Background: an optimization exercise with open tools, aiming at a short achievable clock period and few clock cycles per item. Do not read the settings as production practice.
In this exercise RTL edits were held to simulation tests only and were not proved equivalent to the original.
The clock port is modelled as an ideal driver; clocking choices that lean on that would not hold on a real chip.
Power and IR drop assume default switching activity.

<file path="flow/design.v">
`default_nettype none
package ppmdec_pkg;
  typedef struct packed {
    logic [7:0] data_byte;
    logic       start_of_file;
    logic       end_of_file;
  } ppmdec_in_t;
  typedef struct packed {
    logic [1:0]  result_kind;
    logic [7:0]  red;
    logic [7:0]  green;
    logic [7:0]  blue;
    logic [15:0] pixel_x;
    logic [15:0] pixel_y;
    logic [15:0] image_width;
    logic [15:0] image_height;
    logic [7:0]  max_value;
    logic [2:0]  error_code;
    logic        last_of_run;
  } ppmdec_out_t;
  localparam logic [2:0] PH_MAGIC  = 3'd0;
  localparam logic [2:0] PH_WIDTH  = 3'd1;
  localparam logic [2:0] PH_HEIGHT = 3'd2;
  localparam logic [2:0] PH_MAXVAL = 3'd3;
  localparam logic [2:0] PH_PIXELS = 3'd4;
  localparam logic [1:0] EV_NONE   = 2'd0;
  localparam logic [1:0] EV_ERROR  = 2'd1;
  localparam logic [1:0] EV_HEADER = 2'd2;
  localparam logic [1:0] EV_SAMPLE = 2'd3;
  localparam logic [1:0] KIND_HDR_ASCII = 2'd0;
  localparam logic [1:0] KIND_HDR_BIN   = 2'd1;
  localparam logic [1:0] KIND_PIXEL     = 2'd2;
  localparam logic [1:0] KIND_ERROR     = 2'd3;
  localparam logic [2:0] ERR_MAGIC      = 3'd0;
  localparam logic [2:0] ERR_INTEGER    = 3'd1;
  localparam logic [2:0] ERR_SIZE       = 3'd2;
  localparam logic [2:0] ERR_MAXVAL     = 3'd3;
  localparam logic [2:0] ERR_RANGE      = 3'd4;
  localparam logic [2:0] ERR_INCOMPLETE = 3'd5;
endpackage
`default_nettype wire
`default_nettype none
module ppm_image_stream_decoder_unit
#(
  parameter int MAX_DIM = 65535
) (
  input  wire logic        clk,
  input  wire logic        rst,
  input  wire logic        byte_valid,
  output logic             byte_stall,
  input  wire logic [9:0]  byte_data,
  output logic             result_valid,
  input  wire logic        result_stall,
  output logic [101:0]     result_data
);
  localparam logic [16:0] MAX_DIM_V = 17'(MAX_DIM);
  logic hold;
  assign byte_stall = hold;
  logic       in_v, in_sof, in_eof, force_sof;
  logic [7:0] in_b;
  always_ff @(posedge clk) begin
    if (rst) begin
      in_v <= 1'b0;
      force_sof <= 1'b1;
    end else if (!hold) begin
      in_v <= byte_valid;
      if (byte_valid) force_sof <= 1'b0;
    end
    if (!hold) begin
      in_b   <= byte_data[9:2];
      in_sof <= byte_data[1] | force_sof;
      in_eof <= byte_data[0];
    end
  end
  logic       c_v, c_sof, c_eof;
  logic [7:0] c_b;
  logic       c_ws, c_hash, c_lf, c_cr, c_dig, c_sign, c_minus, c_p, c_3, c_6;
  logic [3:0] c_dv;
  always_ff @(posedge clk) begin
    if (rst) c_v <= 1'b0;
    else if (!hold) c_v <= in_v;
    if (!hold) begin
      c_sof   <= in_sof;
      c_eof   <= in_eof;
      c_b     <= in_b;
      c_ws    <= (in_b == 8'h20) || (in_b >= 8'h09 && in_b <= 8'h0D);
      c_hash  <= (in_b == 8'h23);
      c_lf    <= (in_b == 8'h0A);
      c_cr    <= (in_b == 8'h0D);
      c_dig   <= (in_b >= 8'h30 && in_b <= 8'h39);
      c_sign  <= (in_b == 8'h2B) || (in_b == 8'h2D);
      c_minus <= (in_b == 8'h2D);
      c_p     <= (in_b == 8'h50);
      c_3     <= (in_b == 8'h33);
      c_6     <= (in_b == 8'h36);
      c_dv    <= in_b[3:0];
    end
  end
  logic [2:0]  t_ph;
  logic        t_txt;           
  logic        t_bin, t_cmt, t_st, t_ng, t_inv, t_dg, t_ovf, t_crs;
  logic [19:0] t_bcd;
  logic [1:0]  t_ml;
  logic        t_mp, t_m3, t_m6;
  logic        e_v, e_sof, e_eof, e_tok, e_smp;
  logic [2:0]  e_ph;
  logic        e_bin, e_mok, e_good, e_ng, e_ovf;
  logic [19:0] e_bcd;
  logic [7:0]  e_b;
  logic [2:0]  n_ph;
  logic        n_txt, n_bin, n_cmt, n_st, n_ng, n_inv, n_dg, n_ovf, n_crs;
  logic [19:0] n_bcd;
  logic [1:0]  n_ml;
  logic        n_mp, n_m3, n_m6;
  logic        is_char, fin, tok_end, smp, n_mok;
  always_comb begin
    n_ph  = c_sof ? ppmdec_pkg::PH_MAGIC : t_ph;
    n_txt = c_sof ? 1'b1 : t_txt;
    n_bin = c_sof ? 1'b0 : t_bin;
    n_cmt = c_sof ? 1'b0 : t_cmt;
    n_st  = c_sof ? 1'b0 : t_st;
    n_ng  = c_sof ? 1'b0 : t_ng;
    n_inv = c_sof ? 1'b0 : t_inv;
    n_dg  = c_sof ? 1'b0 : t_dg;
    n_ovf = c_sof ? 1'b0 : t_ovf;
    n_crs = c_sof ? 1'b0 : t_crs;
    n_bcd = c_sof ? 20'd0 : t_bcd;
    n_ml  = c_sof ? 2'd0 : t_ml;
    n_mp  = c_sof ? 1'b0 : t_mp;
    n_m3  = c_sof ? 1'b0 : t_m3;
    n_m6  = c_sof ? 1'b0 : t_m6;
    is_char = 1'b0;
    fin     = 1'b0;
    smp     = 1'b0;
    if (n_cmt) begin
      if (c_lf) n_cmt = 1'b0;
    end else if (n_txt) begin
      if (c_ws || c_hash) begin
        fin = n_st;
        if (c_hash) n_cmt = 1'b1;
      end else begin
        is_char = 1'b1;
      end
    end else if (n_crs) begin
      n_crs = 1'b0;
      smp = !c_lf;
    end else begin
      smp = 1'b1;
    end
    if (is_char) begin
      if (n_ph == ppmdec_pkg::PH_MAGIC) begin
        if (n_ml == 2'd0) n_mp = c_p;
        if (n_ml == 2'd1) begin n_m3 = c_3; n_m6 = c_6; end
        if (n_ml != 2'd3) n_ml = n_ml + 2'd1;
      end else if (!n_st && c_sign) begin
        n_ng = c_minus;
      end else if (c_dig) begin
        n_ovf = n_ovf | (n_bcd[19:16] != 4'd0);
        n_bcd = {n_bcd[15:0], c_dv};
        n_dg  = 1'b1;
      end else begin
        n_inv = 1'b1;
      end
      n_st = 1'b1;
    end
  end
  assign n_mok = (n_ml == 2'd2) && n_mp && (n_m3 || n_m6);
  assign tok_end = fin || (c_eof && is_char);
  always_ff @(posedge clk) begin
    if (rst) e_v <= 1'b0;
    else if (!hold) e_v <= c_v;
    if (!hold) begin
      e_sof  <= c_sof;
      e_eof  <= c_eof;
      e_tok  <= tok_end;
      e_smp  <= smp;
      e_ph   <= n_ph;
      e_bin  <= n_bin;
      e_mok  <= n_mok;
      e_good <= n_dg && !n_inv;
      e_ng   <= n_ng;
      e_ovf  <= n_ovf;
      e_bcd  <= n_bcd;
      e_b    <= c_b;
    end
    if (!hold && c_v) begin
      t_cmt <= n_cmt;
      t_crs <= n_crs;
      if (tok_end) begin
        t_st <= 1'b0; t_ng <= 1'b0; t_inv <= 1'b0; t_dg <= 1'b0;
        t_ovf <= 1'b0; t_bcd <= 20'd0;
        t_ml <= 2'd0; t_mp <= 1'b0; t_m3 <= 1'b0; t_m6 <= 1'b0;
        t_bin <= n_bin;
        t_txt <= n_txt;
        t_ph  <= n_ph;
        unique case (n_ph)
          ppmdec_pkg::PH_MAGIC:  if (n_mok) begin t_ph <= ppmdec_pkg::PH_WIDTH; t_bin <= n_m6; end
          ppmdec_pkg::PH_WIDTH:  t_ph <= ppmdec_pkg::PH_HEIGHT;
          ppmdec_pkg::PH_HEIGHT: t_ph <= ppmdec_pkg::PH_MAXVAL;
          ppmdec_pkg::PH_MAXVAL: begin
            t_ph <= ppmdec_pkg::PH_PIXELS;
            t_txt <= !n_bin;
            if (n_bin && fin && c_cr) t_crs <= 1'b1;
          end
          default: ;
        endcase
      end else begin
        t_st <= n_st; t_ng <= n_ng; t_inv <= n_inv; t_dg <= n_dg;
        t_ovf <= n_ovf; t_bcd <= n_bcd;
        t_ml <= n_ml; t_mp <= n_mp; t_m3 <= n_m3; t_m6 <= n_m6;
        t_bin <= n_bin; t_txt <= n_txt; t_ph <= n_ph;
      end
    end
  end
  logic        v1_v, v1_sof, v1_eof, v1_tok, v1_smp;
  logic [2:0]  v1_ph;
  logic        v1_bin, v1_mok, v1_good, v1_ng, v1_ovf, v1_nz;
  logic [6:0]  v1_a, v1_b;
  logic [3:0]  v1_c;
  logic [7:0]  v1_byte;
  always_ff @(posedge clk) begin
    if (rst) v1_v <= 1'b0;
    else if (!hold) v1_v <= e_v;
    if (!hold) begin
      v1_sof <= e_sof; v1_eof <= e_eof; v1_tok <= e_tok; v1_smp <= e_smp;
      v1_ph <= e_ph; v1_bin <= e_bin; v1_mok <= e_mok; v1_good <= e_good;
      v1_ng <= e_ng; v1_ovf <= e_ovf; v1_byte <= e_b;
      v1_nz <= e_ovf || (e_bcd != 20'd0);
      v1_a <= 7'(e_bcd[19:16]) * 7'd10 + 7'(e_bcd[15:12]);
      v1_b <= 7'(e_bcd[11:8]) * 7'd10 + 7'(e_bcd[7:4]);
      v1_c <= e_bcd[3:0];
    end
  end
  logic        v2_v, v2_sof, v2_eof, v2_tok, v2_smp;
  logic [2:0]  v2_ph;
  logic        v2_bin, v2_mok, v2_good, v2_neg, v2_ovf, v2_nz;
  logic [16:0] v2_hi;
  logic [9:0]  v2_lo;
  logic [7:0]  v2_byte;
  always_ff @(posedge clk) begin
    if (rst) v2_v <= 1'b0;
    else if (!hold) v2_v <= v1_v;
    if (!hold) begin
      v2_sof <= v1_sof; v2_eof <= v1_eof; v2_tok <= v1_tok; v2_smp <= v1_smp;
      v2_ph <= v1_ph; v2_bin <= v1_bin; v2_mok <= v1_mok; v2_good <= v1_good;
      v2_neg <= v1_ng && v1_nz; v2_ovf <= v1_ovf; v2_nz <= v1_nz; v2_byte <= v1_byte;
      v2_hi <= {v1_a, 10'd0} - {6'd0, v1_a, 4'd0} - {7'd0, v1_a, 3'd0};
      v2_lo <= {v1_b, 3'd0} + {2'd0, v1_b, 1'd0} + 10'(v1_c);
    end
  end
  logic        v3_v, v3_sof, v3_eof, v3_tok, v3_smp;
  logic [2:0]  v3_ph;
  logic        v3_bin, v3_mok, v3_good, v3_neg, v3_ovf, v3_nz;
  logic [16:0] v3_val;
  logic [7:0]  v3_byte;
  always_ff @(posedge clk) begin
    if (rst) v3_v <= 1'b0;
    else if (!hold) v3_v <= v2_v;
    if (!hold) begin
      v3_sof <= v2_sof; v3_eof <= v2_eof; v3_tok <= v2_tok; v3_smp <= v2_smp;
      v3_ph <= v2_ph; v3_bin <= v2_bin; v3_mok <= v2_mok; v3_good <= v2_good;
      v3_neg <= v2_neg; v3_ovf <= v2_ovf; v3_nz <= v2_nz; v3_byte <= v2_byte;
      v3_val <= v2_hi + 17'(v2_lo);
    end
  end
  logic [15:0] hw, hh;
  logic [7:0]  hm;
  logic        v_big, v_le255;
  logic [15:0] v_dim;
  logic [1:0]  v_kind;
  logic [2:0]  v_code;
  logic [7:0]  v_s;
  logic        v_bad;
  always_comb begin
    v_big   = v3_ovf || (v3_val > MAX_DIM_V);
    v_le255 = !v3_ovf && (v3_val[16:8] == 9'd0);
    v_dim   = (v3_neg || v_big) ? 16'd0 : v3_val[15:0];
    v_kind  = ppmdec_pkg::EV_NONE;
    v_code  = ppmdec_pkg::ERR_MAGIC;
    v_s     = v3_val[7:0];
    v_bad   = 1'b0;
    if (v3_tok) begin
      if (v3_ph == ppmdec_pkg::PH_MAGIC) begin
        if (!v3_mok) v_kind = ppmdec_pkg::EV_ERROR;
      end else if (!v3_good) begin
        v_kind = ppmdec_pkg::EV_ERROR; v_code = ppmdec_pkg::ERR_INTEGER;
      end else if (v3_ph == ppmdec_pkg::PH_MAXVAL) begin
        if (hw == 16'd0 || hh == 16'd0) begin
          v_kind = ppmdec_pkg::EV_ERROR; v_code = ppmdec_pkg::ERR_SIZE;
        end else if (v3_neg || !v3_nz || !v_le255) begin
          v_kind = ppmdec_pkg::EV_ERROR; v_code = ppmdec_pkg::ERR_MAXVAL;
        end else begin
          v_kind = ppmdec_pkg::EV_HEADER;
        end
      end else if (v3_ph == ppmdec_pkg::PH_PIXELS) begin
        v_kind = ppmdec_pkg::EV_SAMPLE;
        v_bad  = v3_neg || !v_le255 || (v3_val[7:0] > hm);
      end
    end else if (v3_smp) begin
      v_kind = ppmdec_pkg::EV_SAMPLE;
      v_s    = v3_byte;
      v_bad  = v3_byte > hm;
    end
  end
  logic [1:0][31:0] hq;
  logic             hq_wp, hq_rp;
  localparam int NK = 11;
  localparam int SK = NK - 1;
  logic [NK-1:0]        p_v, p_sof, p_eof, p_bin, p_bad;
  logic [NK-1:0][1:0]   p_kind;
  logic [NK-1:0][2:0]   p_code;
  logic [NK-1:0][7:0]   p_m;
  logic [NK-1:0][16:0]  p_x;    
  logic [NK-1:0][9:0]   d_t;
  logic [NK-1:0]        d_ge;
  always_comb begin
    d_t  = '0;
    d_ge = '0;
    for (int k = 3; k < NK; k++) begin
      d_t[k]  = {p_x[k-1][16:8], p_x[k-1][7]};
      d_ge[k] = d_t[k] >= {1'b0, p_m[k-1], 1'b0};
    end
  end
  always_ff @(posedge clk) begin
    if (rst) begin
      p_v <= '0; hq_wp <= 1'b0; hq_rp <= 1'b0;
    end else if (!hold) begin
      p_v <= {p_v[NK-2:0], v3_v};
      if (v3_v && v_kind == ppmdec_pkg::EV_HEADER) hq_wp <= !hq_wp;
      if (p_v[SK] && p_kind[SK] == ppmdec_pkg::EV_HEADER) hq_rp <= !hq_rp;
    end
    if (!hold && v3_v && v_kind == ppmdec_pkg::EV_HEADER) hq[hq_wp] <= {hw, hh};
    if (!hold) begin
      p_sof[0]  <= v3_sof;
      p_eof[0]  <= v3_eof;
      p_bin[0]  <= v3_bin;
      p_kind[0] <= v_kind;
      p_code[0] <= v_code;
      p_bad[0]  <= v_bad;
      p_m[0]    <= (v_kind == ppmdec_pkg::EV_HEADER) ? v3_val[7:0] : hm;
      p_x[0]    <= {9'd0, v_s};
      for (int k = 1; k < NK; k++) begin
        p_sof[k]  <= p_sof[k-1];
        p_eof[k]  <= p_eof[k-1];
        p_bin[k]  <= p_bin[k-1];
        p_kind[k] <= p_kind[k-1];
        p_code[k] <= p_code[k-1];
        p_bad[k]  <= p_bad[k-1];
        p_m[k]    <= p_m[k-1];
      end
      p_x[1] <= {1'b0, p_x[0][7:0], 8'd0} - {9'd0, p_x[0][7:0]};
      p_x[2] <= {p_x[1][15:0], 1'b0} + {9'd0, p_m[1]};
      for (int k = 3; k < NK; k++) begin
        p_x[k][16:8] <= d_ge[k] ? 9'(d_t[k] - {1'b0, p_m[k-1], 1'b0}) : d_t[k][8:0];
        p_x[k][7:0]  <= {p_x[k-1][6:0], d_ge[k]};
      end
    end
    if (!hold && v3_v && v3_tok) begin
      if (v3_ph == ppmdec_pkg::PH_WIDTH)  hw <= v_dim;
      if (v3_ph == ppmdec_pkg::PH_HEIGHT) hh <= v_dim;
      if (v3_ph == ppmdec_pkg::PH_MAXVAL) hm <= v3_val[7:0];
    end
  end
  localparam int RW = 62;
  logic        s_stop, s_done, s_rf;
  logic [1:0]  s_comp;
  logic [7:0]  s_red, s_green;
  logic [15:0] s_col, s_row, s_wm1, s_hm1;
  logic [15:0] s_col1, s_row1;
  logic        s_lastc, s_lastr;
  logic [1:0]  r_kind;
  logic [2:0]  r_code;
  logic [55:0] r_pay;
  logic        r1v, r2v;
  logic        q_stop, q_done, q_rf;
  logic [1:0]  q_comp;
  logic [7:0]  q_s;
  logic [31:0] s_hsz;
  logic        act;
  assign s_hsz = hq[hq_rp];
  always_comb begin
    q_stop = p_sof[SK] ? 1'b0 : s_stop;
    q_done = p_sof[SK] ? 1'b0 : s_done;
    q_comp = p_sof[SK] ? 2'd0 : s_comp;
    q_rf   = p_sof[SK] ? 1'b0 : s_rf;
    q_s    = p_bad[SK] ? 8'd0 : p_x[SK][7:0];
    act    = p_v[SK] && !q_stop && !q_done;
    r_kind = ppmdec_pkg::KIND_ERROR;
    r_code = 3'd0;
    r_pay  = '0;
    r1v = 1'b0;
    r2v = 1'b0;
    if (act) begin
      unique case (p_kind[SK])
        ppmdec_pkg::EV_ERROR: begin
          r1v = 1'b1; r_code = p_code[SK];
          q_stop = 1'b1;
        end
        ppmdec_pkg::EV_HEADER: begin
          r1v = 1'b1;
          r_kind = p_bin[SK] ? ppmdec_pkg::KIND_HDR_BIN : ppmdec_pkg::KIND_HDR_ASCII;
          r_pay  = {s_hsz, p_m[SK], 16'd0};
          q_comp = 2'd0; q_rf = 1'b0;
        end
        ppmdec_pkg::EV_SAMPLE: begin
          if (q_comp == 2'd2) begin
            q_comp = 2'd0;
            r1v = 1'b1;
            if (q_rf || p_bad[SK]) begin
              r_code = ppmdec_pkg::ERR_RANGE;
              q_stop = 1'b1;
            end else begin
              r_kind = ppmdec_pkg::KIND_PIXEL;
              r_pay  = {s_red, s_green, q_s, s_col, s_row};
              if (s_lastc && s_lastr) q_done = 1'b1;
            end
          end else begin
            q_comp = q_comp + 2'd1;
            q_rf = q_rf || p_bad[SK];
          end
        end
        default: ;
      endcase
    end
    if (p_v[SK] && p_eof[SK] && !q_stop && !q_done) begin
      r2v = 1'b1;
      q_stop = 1'b1;
    end
    if (!r1v) r_code = ppmdec_pkg::ERR_INCOMPLETE;
  end
  logic          rr_v, rr_two;
  logic [RW-1:0] rr_a;
  always_ff @(posedge clk) begin
    s_col1  <= s_col + 16'd1;
    s_row1  <= s_row + 16'd1;
    s_lastc <= (s_col == s_wm1);
    s_lastr <= (s_row == s_hm1);
    if (rst) rr_v <= 1'b0;
    else if (!hold) rr_v <= r1v || r2v;
    if (!hold) begin
      rr_two <= r1v && r2v;
      rr_a   <= {r_kind, r_code, !(r1v && r2v), r_pay};
    end
    if (!hold && p_v[SK]) begin
      s_stop <= q_stop;
      s_done <= q_done;
      s_comp <= q_comp;
      s_rf   <= q_rf;
      if (act && p_kind[SK] == ppmdec_pkg::EV_HEADER) begin
        s_col <= 16'd0; s_row <= 16'd0;
        s_wm1 <= s_hsz[31:16] - 16'd1;
        s_hm1 <= s_hsz[15:0] - 16'd1;
      end
      if (act && p_kind[SK] == ppmdec_pkg::EV_SAMPLE) begin
        if (s_comp == 2'd0 || p_sof[SK]) s_red <= q_s;
        if (s_comp == 2'd1 && !p_sof[SK]) s_green <= q_s;
        if (q_comp == 2'd0 && !q_stop) begin
          if (s_lastc) begin
            s_col <= 16'd0; s_row <= s_row1;
          end else begin
            s_col <= s_col1;
          end
        end
      end
    end
  end
  localparam logic [RW-1:0] RES_INCOMPLETE =
    {ppmdec_pkg::KIND_ERROR, ppmdec_pkg::ERR_INCOMPLETE, 1'b1, 56'd0};
  logic [3:0][RW-1:0] q_mem;
  logic [1:0]  q_wp, q_rp, q_rp1;
  logic [2:0]  q_cnt, q_cnt_n;
  logic        push, pop;
  logic        out_v;
  logic [RW-1:0] q_c0, q_c1;
  logic [101:0] out_d, q_e0, q_e1;
  assign push = rr_v && !hold;
  assign pop  = out_v && !result_stall;
  assign q_cnt_n = q_cnt + (push ? (rr_two ? 3'd2 : 3'd1) : 3'd0) - (pop ? 3'd1 : 3'd0);
  assign q_c0 = (q_cnt == 3'd0) ? rr_a : q_mem[q_rp];
  assign q_rp1 = q_rp + 2'd1;
  assign q_c1 = (q_cnt >= 3'd2) ? q_mem[q_rp1] : rr_a;
  assign q_e0 = {q_c0[61:60],
                 (q_c0[61:60] == ppmdec_pkg::KIND_PIXEL) ? q_c0[55:0] : 56'd0,
                 !q_c0[61] ? q_c0[55:16] : 40'd0,
                 q_c0[59:56]};
  assign q_e1 = {q_c1[61:60],
                 (q_c1[61:60] == ppmdec_pkg::KIND_PIXEL) ? q_c1[55:0] : 56'd0,
                 !q_c1[61] ? q_c1[55:16] : 40'd0,
                 q_c1[59:56]};
  always_ff @(posedge clk) begin
    if (rst) begin
      q_cnt <= 3'd0; q_wp <= 2'd0; q_rp <= 2'd0; out_v <= 1'b0; hold <= 1'b0;
    end else begin
      q_cnt <= q_cnt_n;
      hold  <= (q_cnt_n > 3'd2);
      if (push) q_wp <= q_wp + (rr_two ? 2'd2 : 2'd1);
      if (pop) q_rp <= q_rp + 2'd1;
      out_v <= (q_cnt_n != 3'd0);
    end
    for (int i = 0; i < 4; i++) begin
      if (push && q_wp == 2'(i)) q_mem[i] <= rr_a;
      if (push && rr_two && q_wp == 2'(i - 1)) q_mem[i] <= RES_INCOMPLETE;
    end
    out_d <= pop ? q_e1 : q_e0;
  end
  assign result_valid = out_v;
  assign result_data  = out_d;
endmodule
`default_nettype wire
</file>
<file path="flow/flow/run.sh">
#!/bin/bash
# Standard layout, with the resizer's setup repair aiming below the clock
# period (a larger slack margin); everything else as the standard flow's own flow.
set -euo pipefail
bash standard.sh SETUP_SLACK_MARGIN=6 finish > standard_flow.log 2>&1
</file>
<file path="flow/standard.sh">
#!/bin/bash
# synth_recipe.tcl (not shown) runs the flow's synth.tcl, then flattens the netlist and writes it again
# the make line also repeats each setting of config.mk as NAME=value (left out here)
make -C /OpenROAD-flow-scripts/flow DESIGN_CONFIG=/design/flow/config.mk WORK_HOME=/design/flow/orfs CLKGATE_MAP_FILE= SYNTH_SCRIPT=/design/flow/synth_recipe.tcl "${@:-finish}"
</file>
<file path="flow/config.mk">
export PLATFORM = sky130hd
export DESIGN_NAME = ppm_image_stream_decoder_unit
export DESIGN_NICKNAME = ppm_image_stream_decoder_unit
export VERILOG_FILES = /design/flow/design.v
export SDC_FILE = /design/flow/constraint.sdc
export NUM_CORES = 4
export LEC_CHECK = 0
export ABC_CLOCK_PERIOD_IN_PS = 2500
export CAP_MARGIN = 20
export CORE_MARGIN = 2
export CORE_UTILIZATION = 40
export CTS_CLUSTER_DIAMETER = 150
export CTS_CLUSTER_SIZE = 20
export SLEW_MARGIN = 20
</file>
<file path="flow/constraint.sdc">
create_clock -name core_clock -period 8.0 [get_ports {clk}]
set_input_delay 1.6000 -clock core_clock [delete_from_list [all_inputs] [get_ports {clk}]]
set_output_delay 1.6000 -clock core_clock [all_outputs]
set_load 0.01 [all_outputs]
</file>
==> results of run 1 <==
## how the worst min path moves through the flow
stage | start | slack [ns] | to
floorplan | in_eof | 0.40 | c_eof
global placement | v2_byte[1] | 0.40 | v3_byte[1]
detailed placement | v3_bin | 0.40 | p_bin[0]
CTS | v2_byte[5] | 0.41 | v3_byte[5]
global route | p_x[136] | 0.43 | p_x[154]
finish | p_x[156] | 0.40 | p_x[174]
## kinds of logic after synthesis
kind of cell	after synthesis
adders and majority gates	165
xor gates and xnor gates	182
AOI/OAI and AO/OA	849
and+or+nand+nor	1500
DFF	1231
muxes	309
buffers and inverters	393
## sequential cells by signal (all words and copies together) (netlist names), 17 cells and up, named ones only
| name | flops |
|---|---|
| v3_val | 17 |
| q_mem | 248 |
| p_x | 81 |
| p_m | 88 |
| e_bcd | 20 |
| p_kind | 22 |
| out_d | 102 |
| rr_a | 62 |
| p_code | 22 |
| d_t | 79 |
| t_bcd | 20 |
## layer usage
metal	up-vias	part of all wire [%]
met5	-	0
met4	0	3.8
met3	294	5.3
met2	1108	50
met1	18185	41
li1	17367	-
## layout make-up
class	instances	area, µm²
fill	11089	64300
sequential	1231	32900
multi-input combinational	3026	24100
timing repair buffer	580	6860
tap	1768	2210
clock buffer	98	1900
inverter	150	587
clock inverter	7	97.6
timing repair inverter	1	7.51
## synth_stat cells (13+ instances only)
library cell	n
o22ai_1	115
a21o_1	19
ha_1	149
a22oi_1	30
a31oi_1	15
xnor2_1	133
nor3_1	65
mux4_2	43
nor4_1	16
buf_2	32
buf_1	21
edfxtp_1	817
nand2b_1	20
nand4_1	26
inv_1	150
xor2_1	49
nor3b_1	13
and2_1	53
mux2_2	108
nand3b_1	17
fa_1	16
mux2i_1	156
o21ai_0	227
dfxtp_1	414
and3_1	23
nand2_1	827
nor2_1	262
nand3_1	67
clkbuf_1	181
a21oi_1	364
nor2b_1	60
## power by group
part / total, W / internal [W] / switching, W
Clock: 0.00378 / 0.00168 / 0.00209
Sequential: 0.0109 / 0.00956 / 0.00134
Combinational: 0.0115 / 0.00557 / 0.00590
Total: 0.0262 / 0.0168 / 0.00934
## timing repair
item                       4_1_cts  5_1_grt
setup endpoints to repair     1455     1065
cloned                          59       25
hold buffers                     0        0
gates resized for setup       1219      514
buffers inserted               253      102
pin swaps                      235      252
## stage by stage
stage	hold slack (ns)	utilization, %	area [µm²]	total power [W]
after detailed placement	0.405	42.8	56900	0.0183
after floorplan	0.400	-	54400	0.0163
final	0.404	51.6	68600	0.0262
after global routing	0.425	51.6	68600	0.0276
after CTS	0.406	48.9	65000	0.0245
after global placement	0.400	42.8	56900	0.0181
==> flow_metrics.env, run 1 <==
export IMPL_grt_pass1_wl_um=212000
export IMPL_dp_hpwl_um=73900
export IMPL_r2r_setup_slack_ns=5.50
export IMPL_port_buffer_count=117
export IMPL_rows=134
export IMPL_layout_nets=5240
export IMPL_synth_top_area_cell="edfxtp_1"
export IMPL_final_common_cell="edfxtp_1"
export IMPL_synthMuxAreaShare_pct=7.09
export IMPL_wirelength_um=145000
export IMPL_ys_warn_count=1
export IMPL_yosysSeqAreaShare_pct=61.5
export IMPL_fin_ws_ns=5.20
export IMPL_syn_to_final_growth_pct=28.6
export IMPL_place_ws_ns=3.25
export IMPL_firstDrtPassIters=6
export IMPL_crit_buf_inv=1
export IMPL_endpoint_kind="output port"
export IMPL_antenna_found_initial=0
export IMPL_synthArstFlopShare_pct=0
export IMPL_min_path_type="reg -> reg"
export IMPL_place_congestion=0.836
export IMPL_num_io_pins=118
export IMPL_post_route_period_util_pct=35.0
export IMPL_path_depth=1
export IMPL_ant_nets=0
export IMPL_most_common_layout_cells="817 x edfxtp_1, 730 x nand2_1, 354 x dfxtp_1"
export IMPL_fmax_ghz=0.358
export IMPL_die_height_um=369
export IMPL_cpPeakStageDelay_ns=0.40
export IMPL_crit_required_ns=6.40
export IMPL_synth_top_area_share_pct=46.0
export IMPL_clkLatencyLatePin_ns=0.69
export IMPL_clockBufferDepth=3
export IMPL_period_needed_ns=2.80
export IMPL_tns_ns=0
export IMPL_grt_setup_unrepaired="yes"
export IMPL_grt_max_degree=91
export IMPL_coreArea_mm2=0.133
export IMPL_drtIter0Drc=2854
export IMPL_powerDensity_mw_per_mm2=381
export IMPL_use_met2_pct=35.1
export IMPL_met1_usage_pct=25.1
export IMPL_synthAdderAreaFrac_pct=4.09
export IMPL_r2r_start="v3_val[15]"
export IMPL_syn_area_mm2=0.0534
export IMPL_syn_area_per_cell_um2=11.5
export IMPL_gr_usage_met3_pct=2.61
export IMPL_synth_xor_area_share_pct=2.99
export IMPL_worstPathArrival_ns=1.20
export IMPL_cts_sinks=1231
export IMPL_syn_nets=4808
export IMPL_drc=0
export IMPL_viasPerCell=5.39
export IMPL_wire_per_inst_um=21.1
export IMPL_maxSlewHeadroom_pct=45.0
export IMPL_ir_drop_uv=421
export IMPL_finalNonFillerCells=6861
export IMPL_start_util_pct=40.1
export IMPL_cp_startpoint="out_v"
export IMPL_synth_top_family_by_area="simple AND/OR/NAND/NOR gates"
export IMPL_crit_fanout=2
export IMPL_synthSimpleGateAreaFrac_pct=12.5
export IMPL_cts_tree="done"
export IMPL_htreeDepth=3
export IMPL_status="complete, no violations"
export IMPL_diodes=0
export IMPL_synth_compound_area_share_pct=8.94
export IMPL_yosys_most_used_dff="edfxtp_1"
export IMPL_synth_edf_count=817
export IMPL_fin_skew_ns=0.0445
export IMPL_die_area_mm2=0.136
export IMPL_cpMaxStageDelayCell="dfxtp_4"
export IMPL_synth_seq_cells=1231
export IMPL_crit_family="flip-flops"
export IMPL_maxCapViolations=0
export IMPL_endpoint="result_valid"
export IMPL_min_path_cells=0
export IMPL_postSynthCellCount=4629
export IMPL_drive_gt1_share_pct=33.2
export IMPL_tightest_slew_ns=0.816
export IMPL_reg2reg_depth=7
export IMPL_grt_pass1_vias=36014
export IMPL_cts_root_buffer="clkbuf_16"
export IMPL_ys_types=75
export IMPL_path_clk_slew_ns=0.10
export IMPL_vias=36954
export IMPL_path_class="reg -> out"
export IMPL_top_usage_layer="met2"
export IMPL_slew_violations=0
export IMPL_grt_use_total_pct=19.9
export IMPL_synth_area_leaders="edfxtp_1 46%, dfxtp_1 16%, nand2_1 5.8%"
export IMPL_p_leak_nw=25.1
export IMPL_crit_chain="buf_6"
export IMPL_dp_cells=6317
export IMPL_cp_start_kind="flop"
export IMPL_die_w_um=369
export IMPL_setup_viol=0
export IMPL_cts_made_buffers=71
export IMPL_grt_overflow=0
export IMPL_hold_viol_final=0
Testbench counts, summed over its fixed seeds: cycles 61,437, items 61,285.
==> inputs of run 2 (changes only) <==
--- a/flow/design.v
+++ b/flow/design.v
@@ -475,7 +475,12 @@
   logic [101:0] out_d, q_e0, q_e1;
   assign push = rr_v && !hold;
   assign pop  = out_v && !result_stall;
-  assign q_cnt_n = q_cnt + (push ? (rr_two ? 3'd2 : 3'd1) : 3'd0) - (pop ? 3'd1 : 3'd0);
+  logic [2:0] q_cnt_p;
+  logic       q_any_n, q_any_p;
+  assign q_cnt_n = q_cnt + (push ? (rr_two ? 3'd2 : 3'd1) : 3'd0);
+  assign q_cnt_p = q_cnt_n - 3'd1;
+  assign q_any_n = push || (q_cnt != 3'd0);
+  assign q_any_p = push || (q_cnt > 3'd1);
   assign q_c0 = (q_cnt == 3'd0) ? rr_a : q_mem[q_rp];
   assign q_rp1 = q_rp + 2'd1;
   assign q_c1 = (q_cnt >= 3'd2) ? q_mem[q_rp1] : rr_a;
@@ -491,11 +496,11 @@
     if (rst) begin
       q_cnt <= 3'd0; q_wp <= 2'd0; q_rp <= 2'd0; out_v <= 1'b0; hold <= 1'b0;
     end else begin
-      q_cnt <= q_cnt_n;
-      hold  <= (q_cnt_n > 3'd2);
+      q_cnt <= pop ? q_cnt_p : q_cnt_n;
+      hold  <= pop ? (q_cnt_p > 3'd2) : (q_cnt_n > 3'd2);
       if (push) q_wp <= q_wp + (rr_two ? 2'd2 : 2'd1);
-      if (pop) q_rp <= q_rp + 2'd1;
-      out_v <= (q_cnt_n != 3'd0);
+      if (pop) q_rp <= q_rp1;
+      out_v <= pop ? q_any_p : q_any_n;
     end
     for (int i = 0; i < 4; i++) begin
       if (push && q_wp == 2'(i)) q_mem[i] <= rr_a;
==> run 2 against run 1 <==
Hold slack improved by 0.0018 ns. First-iteration DRC count rose by 27%. Combinational power is 13% lower. Setup slack better by 0.0094 ns. Wire length up 2.1%. Highest routed layer unchanged. Critical path type unchanged. Largest power group is now registers.
==> flow_metrics.env, run 2 <==
export IMPL_maxCapViolations=0
export IMPL_layout_nets=5263
export IMPL_post_synth_top_count_cell="nand2_1"
export IMPL_path_class="reg -> out"
export IMPL_top_register="q_mem"
export IMPL_stdcell_area_mm2=0.0673
export IMPL_fmax_ghz=0.359
export IMPL_cts_sinks=1231
export IMPL_clockBufferDepth=3
export IMPL_powerDensity_mw_per_mm2=363
export IMPL_crit_required_ns=6.40
export IMPL_htreeDepth=3
export IMPL_dpl_cell_area_mm2=0.0565
export IMPL_drtIter0Drc=3634
export IMPL_synthSimpleGateAreaFrac_pct=12.8
export IMPL_diodes=0
export IMPL_top_usage_layer="met2"
export IMPL_maxSlewHeadroom_pct=49.2
export IMPL_cts_root_buffer="clkbuf_16"
export IMPL_finalNonFillerCells=6878
export IMPL_vias=37599
export IMPL_syn_nets=4872
export IMPL_rows=134
export IMPL_die_area_mm2=0.137
export IMPL_ant_nets=0
export IMPL_drc=0
export IMPL_cp_start_kind="flop"
export IMPL_grt_pass1_wl_um=213000
export IMPL_pwr_share_clk_pct=15.2
export IMPL_final_common_cell="nand2_1"
export IMPL_wirelength_um=148000
export IMPL_p_leak_nw=24.3
export IMPL_synthArstFlopShare_pct=0
export IMPL_yosys_most_used_dff="edfxtp_1"
export IMPL_start_util_pct=40.2
export IMPL_hold_viol_final=0
export IMPL_crit_fanout=1
export IMPL_cpMaxStageDelayCell="dfxtp_4"
export IMPL_cts_made_buffers=71
export IMPL_path_clk_slew_ns=0.09
export IMPL_grt_max_degree=89
export IMPL_largest_reg_flops=248
export IMPL_ys_warn_count=1
export IMPL_slew_violations=0
export IMPL_synth_common_cells="860 x nand2_1, 817 x edfxtp_1, 414 x dfxtp_1, 360 x a21oi_1, 310 x nor2_1"
export IMPL_synth_seq_cells=1231
export IMPL_die_height_um=370
export IMPL_yosysSeqAreaShare_pct=61.3
export IMPL_met1_usage_pct=25.4
export IMPL_synth_top_area_cell="edfxtp_1"
export IMPL_worstPathArrival_ns=1.19
export IMPL_pwr_share_seq_pct=44.0
export IMPL_most_common_layout_cells="826 x nand2_1, 817 x edfxtp_1, 332 x dfxtp_1"
export IMPL_cts_tree="done"
export IMPL_dp_cells=6376
export IMPL_total_power_w=0.0245
export IMPL_grt_overflow=0
export IMPL_p_sw_w=0.00858
export IMPL_endpoint_kind="output port"
export IMPL_firstDrtPassIters=6
export IMPL_synth_edf_count=817
export IMPL_viasPerCell=5.47
export IMPL_syn_area_per_cell_um2=11.4
export IMPL_gr_usage_met3_pct=2.61
export IMPL_synth_compound_area_share_pct=8.96
export IMPL_synthAdderAreaFrac_pct=4.13
export IMPL_grt_pass1_vias=35893
export IMPL_post_route_period_util_pct=34.8
export IMPL_synth_top_area_share_pct=45.8
export IMPL_cpPeakStageDelay_ns=0.38
export IMPL_synth_area_leaders="edfxtp_1 46%, dfxtp_1 15%, nand2_1 6.0%"
export IMPL_cts_hold_repair_buffers=0
export IMPL_p_sw_share_pct=35.1
export IMPL_synthMuxAreaShare_pct=6.88
export IMPL_largestRegisters="q_mem x248, out_d x102, p_m x88"
export IMPL_wire_per_inst_um=21.5
export IMPL_dp_hpwl_um=73600
export IMPL_die_w_um=370
export IMPL_port_buffer_count=117
export IMPL_period_needed_ns=2.79
export IMPL_use_met2_pct=34.5
export IMPL_clkLatencyLatePin_ns=0.69
export IMPL_coreArea_mm2=0.133
export IMPL_grt_use_total_pct=20.0
export IMPL_ys_types=76
export IMPL_ir_drop_uv=222
export IMPL_tightest_slew_ns=0.762
export IMPL_antenna_found_initial=0
export IMPL_setup_viol=0
export IMPL_crit_family="flip-flops"
export IMPL_crit_buf_inv=1
export IMPL_synth_xor_area_share_pct=2.98
export IMPL_comb_power_share_pct=40.9
export IMPL_syn_area_mm2=0.0535
export IMPL_place_congestion=0.821
export IMPL_status="complete, no violations"
export IMPL_grt_setup_unrepaired="yes"
export IMPL_fin_skew_ns=0.0415
export IMPL_syn_to_final_growth_pct=25.8
export IMPL_crit_chain="buf_6"
export IMPL_postSynthCellCount=4691
export IMPL_synth_top_family_by_area="simple AND/OR/NAND/NOR gates"
export IMPL_num_io_pins=118
export IMPL_intPower_w=0.0159
export IMPL_drive_gt1_share_pct=27.1
export IMPL_min_path_type="reg -> reg"
## run 2: area by class of cell
class                   count  area (µm²)
multi-input cells        3079       22600
inverters                 150         576
clock inverters             5        53.8
clock buffers              96        1890
flip-flops and latches   1231       33000
fillers                 11296       65800
well taps                1768        2210
repair buffers            549        6970
## run 2: kinds of logic after synthesis
logic type / count (synthesis)
buffers and inverters: 395
AO/OA/AOI/OAI: 847
XOR/XNOR: 182
adder cells (fa/ha/maj): 167
multiplexers: 301
AND/OR/NAND/NOR: 1568
flip-flops: 1231
## run 2: worst register-to-register path: cells and delay by family (launching register included)
| family | cells | cell delay (ns) |
|---|---|---|
| AND/OR/NAND/NOR | 3 | 0.71 |
| flip-flops | 1 | 0.51 |
| AO/OA/AOI/OAI | 3 | 0.51 |
| buffers and inverters | 3 | 0.47 |
## run 2: through the flow
stage | utilization [%] | setup WS [ns] | hold slack (ns) | setup TNS [ns]
after global routing | 50.6 | 5.15 | 0.426 | 0
after CTS | 48.2 | 5.15 | 0.413 | 0
after floorplan | - | -3.04 | 0.400 | -1630.28
after detailed placement | 42.4 | 4.01 | 0.405 | 0
final | 50.6 | 5.21 | 0.405 | 0
after global placement | 42.4 | 4.02 | 0.400 | 0
## run 2: worst paths after layout
path | from | end | slack, ns | depth (start not counted)
hold / removal | p_x[107] | p_x[125] | 0.41 | 0
setup reg to reg | p_sof[10] | s_col[4] | 5.55 | 9
setup / recovery | out_d[38] | result_data[38] | 5.21 | 1
hold reg to reg | p_x[107] | p_x[125] | 0.41 | 0
## run 2: routing by layer
metal,up-vias,wire length (µm)
met5,-,0
li1,17447,-
met3,326,8820
met2,1306,72700
met1,18520,59500
met4,0,6660
## run 2: power groups by stage
stage / Combinational [W] / Sequential, W / Clock (W)
6_report: 0.00999 / 0.0107 / 0.00371
5_1_grt: 0.0109 / 0.0109 / 0.00401
4_1_cts: 0.00855 / 0.0107 / 0.00380
3_5_place_dp: 0.00657 / 0.0108 / 0
3_3_place_gp: 0.00643 / 0.0108 / 0
2_1_floorplan: 0.00514 / 0.0107 / 0
## run 2: what timing repair did
item,CTS,global route
setup endpoints to repair,1426,1099
gates cloned,62,32
gates resized for setup,1223,350
pin swaps,238,168
buffers inserted,194,113
Testbench counts of run 2, summed over its fixed seeds: cycles 61,437, items 61,285.
==> inputs of run 3 (changes only) <==
--- a/flow/config.mk
+++ b/flow/config.mk
@@ -8,7 +8,7 @@
 export ABC_CLOCK_PERIOD_IN_PS = 2500
 export CAP_MARGIN = 20
 export CORE_MARGIN = 2
-export CORE_UTILIZATION = 40
+export CORE_UTILIZATION = 55
 export CTS_CLUSTER_DIAMETER = 150
 export CTS_CLUSTER_SIZE = 20
 export SLEW_MARGIN = 20
==> run 3 against run 2 <==
Count of clock-buffer cells in the layout is 4 higher. Largest power group unchanged. Critical path type unchanged. Wire length is 5.8% higher. Highest routed layer is now met5. Still clean on timing, DRC and antenna. Total power is 3.1% higher.
==> flow_metrics.env, run 3 <==
export IMPL_synthMuxAreaShare_pct=6.88
export IMPL_firstDrtPassIters=8
export IMPL_synth_common_cells="860 x nand2_1, 817 x edfxtp_1, 414 x dfxtp_1, 360 x a21oi_1, 310 x nor2_1"
export IMPL_drive_gt1_share_pct=34.6
export IMPL_postSynthCellCount=4691
export IMPL_final_util_pct=72.7
export IMPL_synth_edf_count=817
export IMPL_endpoint_kind="output port"
export IMPL_start_util_pct=55.4
export IMPL_min_path_type="reg -> reg"
export IMPL_syn_area_per_cell_um2=11.4
export IMPL_clockBufferDepth=3
export IMPL_synth_top_area_cell="edfxtp_1"
export IMPL_wirelength_um=156000
export IMPL_worstPathArrival_ns=1.17
export IMPL_status="complete, no violations"
export IMPL_antenna_found_initial=2
export IMPL_grt_setup_unrepaired="yes"
export IMPL_min_path_cells=0
export IMPL_synth_area_leaders="edfxtp_1 46%, dfxtp_1 15%, nand2_1 6.0%"
export IMPL_p_leak_nw=26.4
export IMPL_largest_reg_flops=248
export IMPL_largestRegisters="q_mem x248, out_d x102, p_m x88"
export IMPL_post_synth_top_count_cell="nand2_1"
export IMPL_yosys_most_used_dff="edfxtp_1"
export IMPL_maxSlewHeadroom_pct=35.6
export IMPL_clkLatencyLatePin_ns=0.67
export IMPL_port_buffer_count=117
export IMPL_synthSimpleGateAreaFrac_pct=12.8
export IMPL_synth_top_family_by_area="simple AND/OR/NAND/NOR gates"
export IMPL_hold_viol_final=0
export IMPL_wire_per_inst_um=24.0
export IMPL_diodes=0
export IMPL_crit_family="flip-flops"
export IMPL_synthArstFlopShare_pct=0
export IMPL_path_class="reg -> out"
export IMPL_grt_max_degree=89
export IMPL_synth_compound_area_share_pct=8.96
export IMPL_cts_root_buffer="clkbuf_16"
export IMPL_vias=38420
export IMPL_stdcell_area_mm2=0.0702
export IMPL_layout_nets=5366
export IMPL_ys_types=76
export IMPL_htreeDepth=3
export IMPL_dp_hpwl_um=73200
export IMPL_crit_required_ns=6.40
export IMPL_syn_to_final_growth_pct=31.2
export IMPL_powerDensity_mw_per_mm2=359
export IMPL_most_common_layout_cells="817 x edfxtp_1, 654 x nand2_1, 350 x dfxtp_1"
export IMPL_ant_nets=0
export IMPL_top_register="q_mem"
export IMPL_cts_sinks=1231
export IMPL_post_route_period_util_pct=34.6
export IMPL_reg2reg_depth=15
export IMPL_reg2reg_to="hold"
export IMPL_path_clk_slew_ns=0.09
export IMPL_ir_drop_uv=488
export IMPL_yosysSeqAreaShare_pct=61.3
export IMPL_cts_made_buffers=71
export IMPL_tightest_slew_ns=0.957
export IMPL_slew_violations=0
export IMPL_grt_pass1_wl_um=221000
export IMPL_num_io_pins=118
export IMPL_cpPeakStageDelay_ns=0.37
export IMPL_synthAdderAreaFrac_pct=4.13
export IMPL_die_area_mm2=0.0998
export IMPL_drc=0
export IMPL_die_w_um=316
export IMPL_synth_top_area_share_pct=45.8
export IMPL_min_from="p_bin[9]"
export IMPL_syn_nets=4872
export IMPL_r2r_setup_slack_ns=5.39
export IMPL_synth_xor_area_share_pct=2.98
export IMPL_cpMaxStageDelayCell="dfxtp_4"
export IMPL_maxCapViolations=0
export IMPL_holdPathEnd="p_bin[10]"
export IMPL_fin_skew_ns=0.0282
export IMPL_final_common_cell="edfxtp_1"
export IMPL_place_congestion=0.829
export IMPL_die_height_um=316
export IMPL_fillCellCount=6419
export IMPL_setup_viol=0
export IMPL_crit_fanout=1
export IMPL_cts_hold_repair_buffers=0
export IMPL_crit_chain="buf_6"
export IMPL_grt_use_total_pct=29.3
export IMPL_fmax_ghz=0.361
export IMPL_synth_seq_cells=1231
export IMPL_drtIter0Drc=3089
export IMPL_cp_start_kind="flop"
export IMPL_rows=114
export IMPL_grt_overflow=0
export IMPL_tns_ns=0
export IMPL_place_ws_ns=3.94
export IMPL_cts_tree="done"
export IMPL_dpl_cell_area_mm2=0.0559
export IMPL_syn_area_mm2=0.0535
export IMPL_ys_warn_count=1
export IMPL_fin_ws_ns=5.23
export IMPL_crit_buf_inv=1
export IMPL_viasPerCell=5.92
export IMPL_grt_pass1_vias=36297
export IMPL_coreArea_mm2=0.0966
export IMPL_period_needed_ns=2.77
export IMPL_r2r_start="hold"
## run 3: cell count changes in the layout (fill, tap and decap cells not counted), sizes merged
cell | previous run | this run
and2 | 30 | 27
buf | 494 | 614
bufbuf | 15 | 9
clkbuf | 124 | 119
clkinv | 1 | 4
clkinvlp | 2 | 3
nand2 | 865 | 868
nand3 | 71 | 68
nor2b | 74 | 73
## run 3: power breakdown
group | total [W] | switching [W] | internal [W]
Clock | 0.00377 | 0.00209 | 0.00169
Combinational | 0.0107 | 0.00558 | 0.00508
Sequential | 0.0108 | 0.00136 | 0.00943
## run 3: metrics by stage
step | hold WS [ns] | total power [W] | instances
2_1_floorplan | 0.400 | 0.0158 | 4691
3_3_place_gp | 0.400 | 0.0173 | 5887
3_5_place_dp | 0.405 | 0.0175 | 5887
4_1_cts | 0.418 | 0.0236 | 6341
5_1_grt | 0.426 | 0.0266 | 6495
6_report | 0.407 | 0.0252 | 6495
## run 3: kinds of logic after synthesis
logic type | Yosys count
simple gates | 1568
mux | 301
buf+inv | 395
compound gates | 847
fa+ha+maj | 167
xor+xnor | 182
flops | 1231
## run 3: layout make-up
type / instances / area [µm²] / share of cell area, %
Multi-Input combinational cell: 3075 / 24500 / 35.0
Tap cell: 1276 / 1600 / 2.27
Inverter: 150 / 569 / 0.811
Timing Repair Buffer: 654 / 8560 / 12.2
Sequential cell: 1231 / 32900 / 46.9
Clock buffer: 100 / 1910 / 2.72
Clock inverter: 7 / 97.6 / 0.139
Timing Repair inverter: 2 / 12.5 / 0.0178
## run 3: worst max path at each step
stage / from / to / slack [ns] / cells past startpoint
after detailed placement: result_stall / out_d[51] / 3.94 / 7
after global routing: hold / byte_stall / 5.20 / 1
after floorplan: hold / hold / -3.04 / 11
final: out_d[78] / result_data[78] / 5.23 / 1
after CTS: hold / byte_stall / 5.20 / 1
after global placement: result_stall / out_d[45] / 4.02 / 7
## run 3: what timing repair did
item | in CTS | in global routing
gates resized for setup | 1326 | 819
gates cloned | 87 | 23
setup buffers | 260 | 131
setup endpoints to repair | 1431 | 998
pin swaps | 258 | 370
## run 3: metal layers
metal | vias to the layer above | track usage [%] | routed length (µm)
met1 | 18769 | 36.7 | 59400
li1 | 17652 | - | -
met2 | 1488 | 50.7 | 75600
met4 | 2 | 13.3 | 11200
met3 | 509 | 3.78 | 9970
met5 | - | 0 | 7
==> inputs of run 4 (changes only) <==
==> flow/flow/run.sh (replaced) <==
#!/bin/bash
# Standard layout up to CTS; then the top of the clock tree is flattened
# (retree.tcl); then the standard layout runs on to the end. The resizer's
# setup repair aims below the clock period (a larger slack margin).
set -euo pipefail
bash standard.sh SETUP_SLACK_MARGIN=6 cts > standard_cts.log 2>&1
export RES=orfs/results/$FLOW_PLATFORM/ppm_image_stream_decoder_unit/base
openroad -no_init -exit flow/retree.tcl > retree.log 2>&1
bash standard.sh SETUP_SLACK_MARGIN=6 finish > standard_finish.log 2>&1
==> flow/flow/retree.tcl (new file) <==
# Rebuild the clock tree's top after CTS: the clock port drives four root
# buffers, each driving the leaf buffers of one region of the die, in place
# of the root buffer and the H-tree level below it. Leaf clusters and leaf
# buffers stay as CTS made them.
set P $::env(FLOW_HOME)/platforms/$::env(FLOW_PLATFORM)
set RES $::env(RES)
read_lef $P/lef/sky130_fd_sc_hd.tlef
read_lef $P/lef/sky130_fd_sc_hd_merged.lef
read_liberty $P/lib/sky130_fd_sc_hd__tt_025C_1v80.lib
read_db $RES/4_cts.odb
read_sdc $RES/4_cts.sdc
source $P/setRC.tcl
source [file dirname [info script]]/retree_proc.tcl
set_propagated_clock [all_clocks]
estimate_parasitics -placement
report_clock_latency
retree 4
detailed_placement
check_placement
estimate_parasitics -placement
report_clock_latency
report_clock_skew
write_db $RES/4_cts.odb
==> flow/flow/retree_proc.tcl (new file) <==
# Flatten the clock tree's middle level: K root buffers on the clock port,
# each driving the leaf buffers of one region directly.
proc retree {K} {
  set block [ord::get_db_block]
  set clknet [$block findNet clk]
  set master [[ord::get_db] findMaster sky130_fd_sc_hd__clkbuf_16]
  # The old root and the H-tree level buffers.
  set root [[lindex [$clknet getITerms] 0] getInst]
  set rootnet [[$root findITerm X] getNet]
  set mids {}
  foreach it [$rootnet getITerms] {
    if {[$it isInputSignal]} { lappend mids [$it getInst] }
  }
  set leaves {}
  foreach m $mids {
    set n [[$m findITerm X] getNet]
    foreach it [$n getITerms] {
      if {[$it isInputSignal]} { lappend leaves $it }
    }
  }
  puts "RETREE root [$root getName] mids [llength $mids] leaves [llength $leaves]"
  # Sort leaves into K groups by angle around the die centre.
  set die [$block getDieArea]
  set cx [expr {([$die xMin] + [$die xMax]) / 2.0}]
  set cy [expr {([$die yMin] + [$die yMax]) / 2.0}]
  set items {}
  foreach it $leaves {
    set bb [[$it getInst] getBBox]
    set x [expr {([$bb xMin] + [$bb xMax]) / 2.0}]
    set y [expr {([$bb yMin] + [$bb yMax]) / 2.0}]
    lappend items [list [expr {atan2($y - $cy, $x - $cx)}] $it $x $y]
  }
  set items [lsort -real -index 0 $items]
  set n [llength $items]
  # Disconnect the old tree.
  foreach it $leaves { $it disconnect }
  foreach m $mids {
    set on [[$m findITerm X] getNet]
    odb::dbInst_destroy $m
    odb::dbNet_destroy $on
  }
  odb::dbInst_destroy $root
  odb::dbNet_destroy $rootnet
  for {set k 0} {$k < $K} {incr k} {
    set lo [expr {$k * $n / $K}]
    set hi [expr {($k + 1) * $n / $K}]
    set net [odb::dbNet_create $block "clknet_r${k}_clk"]
    $net setSigType CLOCK
    set buf [odb::dbInst_create $block $master "clkbuf_r${k}_clk"]
    [$buf findITerm A] connect $clknet
    [$buf findITerm X] connect $net
    set sx 0; set sy 0
    for {set i $lo} {$i < $hi} {incr i} {
      set e [lindex $items $i]
      [lindex $e 1] connect $net
      set sx [expr {$sx + [lindex $e 2]}]; set sy [expr {$sy + [lindex $e 3]}]
    }
    set m [expr {$hi - $lo}]
    $buf setLocation [expr {int($sx / $m)}] [expr {int($sy / $m)}]
    $buf setPlacementStatus PLACED
    puts "RETREE root $k drives $m leaves"
  }
}
--- a/flow/config.mk
+++ b/flow/config.mk
@@ -8,7 +8,7 @@
 export ABC_CLOCK_PERIOD_IN_PS = 2500
 export CAP_MARGIN = 20
 export CORE_MARGIN = 2
-export CORE_UTILIZATION = 55
+export CORE_UTILIZATION = 40
 export CTS_CLUSTER_DIAMETER = 150
 export CTS_CLUSTER_SIZE = 20
 export SLEW_MARGIN = 20
==> run 4 against run 3 <==
Still clean. Non-clock buffer count fell by 96. Sequential cell count unchanged. Via count fell by 1.6%. First-iteration DRC count grew 17%. Synthesized cell count did not move. Critical path type unchanged.
==> flow_metrics.env, run 4 <==
export IMPL_fin_skew_ns=0.0441
export IMPL_most_common_layout_cells="817 x edfxtp_1, 767 x nand2_1, 331 x dfxtp_1"
export IMPL_grt_max_degree=89
export IMPL_die_area_mm2=0.137
export IMPL_synth_area_leaders="edfxtp_1 46%, dfxtp_1 15%, nand2_1 6.0%"
export IMPL_cp_startpoint="hold"
export IMPL_maxCapViolations=0
export IMPL_viasPerCell=5.50
export IMPL_die_height_um=370
export IMPL_dp_hpwl_um=73600
export IMPL_min_path_type="reg -> reg"
export IMPL_firstDrtPassIters=6
export IMPL_wirelength_um=149000
export IMPL_cpPeakStageDelay_ns=0.38
export IMPL_path_clk_slew_ns=0.09
export IMPL_rows=134
export IMPL_synth_seq_cells=1231
export IMPL_path_class="reg -> out"
export IMPL_slew_violations=0
export IMPL_tightest_slew_ns=0.760
export IMPL_cts_tree="done"
export IMPL_syn_area_per_cell_um2=11.4
export IMPL_r2r_start="p_sof[10]"
export IMPL_final_common_cell="edfxtp_1"
export IMPL_hold_viol_final=0
export IMPL_grt_use_total_pct=19.8
export IMPL_largestRegisters="q_mem x248, out_d x102, p_m x88"
export IMPL_path_depth=1
export IMPL_fillCellCount=11188
export IMPL_synth_edf_count=817
export IMPL_cts_sinks=1231
export IMPL_fmax_ghz=0.381
export IMPL_post_route_period_util_pct=32.8
export IMPL_crit_buf_inv=1
export IMPL_endpoint_kind="output port"
export IMPL_diodes=0
export IMPL_yosys_most_used_dff="edfxtp_1"
export IMPL_yosysSeqAreaShare_pct=61.3
export IMPL_total_power_w=0.0246
export IMPL_p_leak_nw=24.6
export IMPL_period_needed_ns=2.62
export IMPL_crit_chain="buf_6"
export IMPL_ir_drop_uv=224
export IMPL_post_synth_top_count_cell="nand2_1"
export IMPL_coreArea_mm2=0.133
export IMPL_clkLatencyLatePin_ns=0.52
export IMPL_postSynthCellCount=4691
export IMPL_setup_viol=0
export IMPL_syn_area_mm2=0.0535
export IMPL_reg2reg_to="s_row[2]"
export IMPL_die_w_um=370
export IMPL_powerDensity_mw_per_mm2=360
export IMPL_crit_family="flip-flops"
export IMPL_ant_nets=0
export IMPL_multi_input_area_mm2=0.0235
export IMPL_clockBufferDepth=3
export IMPL_synthArstFlopShare_pct=0
export IMPL_worstPathArrival_ns=1.02
export IMPL_wire_per_inst_um=21.7
export IMPL_port_buffer_count=117
export IMPL_syn_nets=4872
export IMPL_grt_pass1_wl_um=213000
export IMPL_stdcell_area_mm2=0.0683
export IMPL_largest_reg_flops=248
export IMPL_synth_common_cells="860 x nand2_1, 817 x edfxtp_1, 414 x dfxtp_1, 360 x a21oi_1, 310 x nor2_1"
export IMPL_start_util_pct=40.2
export IMPL_r2r_setup_slack_ns=5.53
export IMPL_grt_overflow=0
export IMPL_dpl_cell_area_mm2=0.0565
export IMPL_drc=0
export IMPL_synth_top_area_share_pct=45.8
export IMPL_num_io_pins=118
export IMPL_antenna_found_initial=0
export IMPL_cp_start_kind="flop"
export IMPL_cts_made_buffers=71
export IMPL_status="complete, no violations"
export IMPL_regArea_mm2=0.0330
export IMPL_synth_top_area_cell="edfxtp_1"
export IMPL_crit_fanout=2
export IMPL_grt_setup_unrepaired="yes"
export IMPL_layout_nets=5263
export IMPL_grt_pass1_vias=35865
export IMPL_cpMaxStageDelayCell="dfxtp_4"
export IMPL_syn_to_final_growth_pct=27.6
export IMPL_reg2reg_depth=9
export IMPL_cts_root_buffer="clkbuf_16"
export IMPL_maxSlewHeadroom_pct=49.3
export IMPL_endpoint="byte_stall"
export IMPL_ys_warn_count=1
export IMPL_drtIter0Drc=3622
export IMPL_place_congestion=0.821
export IMPL_fin_hold_ws_ns=0.393
export IMPL_vias=37815
export IMPL_drive_gt1_share_pct=29.7
export IMPL_crit_required_ns=6.40
export IMPL_ys_types=76
export IMPL_top_register="q_mem"
export IMPL_htreeDepth=3
==> run 4: logic make-up after synthesis <==
kind of cell               after synthesis  synth area share, %
AOI/OAI and AO/OA                      847                 8.96
buffers and inverters                  395                 2.89
adders and majority gates              167                 4.13
muxes                                  301                 6.88
xor gates and xnor gates               182                 2.98
and+or+nand+nor                       1568                 12.8
DFF                                   1231                 61.3
==> run 4: where the power goes <==
| group | internal (W) | switching, W |
|---|---|---|
| Clock | 0.00154 | 0.00198 |
| Sequential | 0.00943 | 0.00133 |
| Combinational | 0.00487 | 0.00541 |
==> run 4: area by class of cell <==
cell class	instances	share of cell area, %
sequential	1231	48.3
inverter	150	0.843
buffer	4	0.147
clock inverter	5	0.0788
clock buffer	87	2.44
timing repair buffer	554	10.5
tap	1768	3.24
multi-input combinational	3079	34.5
==> run 4: layer usage <==
metal | GRT usage [%] | wire [µm] | vias up
li1 | - | - | 17457
met1 | 25.3 | 59400 | 18614
met2 | 34.6 | 73500 | 1364
met3 | 2.16 | 8820 | 380
met4 | 7.27 | 7390 | 0
met5 | 0 | 0 | -
==> run 4: metrics by stage <==
stage          setup WS, ns  util [%]  instances  TNS (ns)
2_1_floorplan         -3.04         -       4691  -1630.28
3_3_place_gp           4.02      42.4       6376         0
3_5_place_dp           4.01      42.4       6376         0
4_1_cts                5.15      48.2       6733         0
5_1_grt                5.33      51.3       6878         0
6_report               5.38      51.3       6878         0
==> run 4: how the worst min path moves through the flow <==
| stage | startpoint | to | slack (ns) | cells after the start |
|---|---|---|---|---|
| after floorplan | in_eof | c_eof | 0.40 | 0 |
| after global placement | p_bin[6] | p_bin[7] | 0.40 | 0 |
| after detailed placement | p_x[91] | d_t[70] | 0.40 | 0 |
| after CTS | p_x[107] | p_x[125] | 0.41 | 0 |
| after global routing | p_code[13] | p_code[16] | 0.40 | 0 |
| final | p_code[13] | p_code[16] | 0.39 | 0 |
==> run 4: timing repair <==
item	CTS	global route
pin swaps	238	237
setup endpoints to repair	1426	1174
buffers inserted	194	109
gates resized for setup	1223	592
hold buffers	0	0
cloned	62	41

==> re-timing with driven ports <==
Ports are ideal in the flow. The routed layouts listed here were re-timed in OpenROAD. Step 1 assumes that a clkbuf_16 drives the clock port and a buf_2 every other input. Step 2 moves the port delays by t, midway between the first and last clock arrival at a register: inputs arrive t later, outputs are due t later. That takes back most of the time a late clock gives input paths. Slacks: ideal ports / drivers / drivers and shift; pairs: ideal ports / drivers.
| run | t, ns | slack for setup (ns) | worst setup path after step 2 | clock arrival spread, ns |
|---|---|---|---|---|
| run 1 | 0.738 | 5.203 / 5.130 / 4.516 | input to register | 0.045 / 0.045 |
| run 2 | 0.736 | 5.212 / 5.143 / 5.237 | input to register | 0.047 / 0.047 |
| run 3 | 0.730 | 5.230 / 5.158 / 5.140 | input to register | 0.033 / 0.033 |
| run 4 | 0.655 | 5.376 / 5.224 / 5.256 | input to register | 0.045 / 0.045 |
After both steps every run listed still meets setup and hold. For run 1, which loses most, drivers alone change the setup slack by -0.073 ns; drivers and shift together by -0.687 ns.
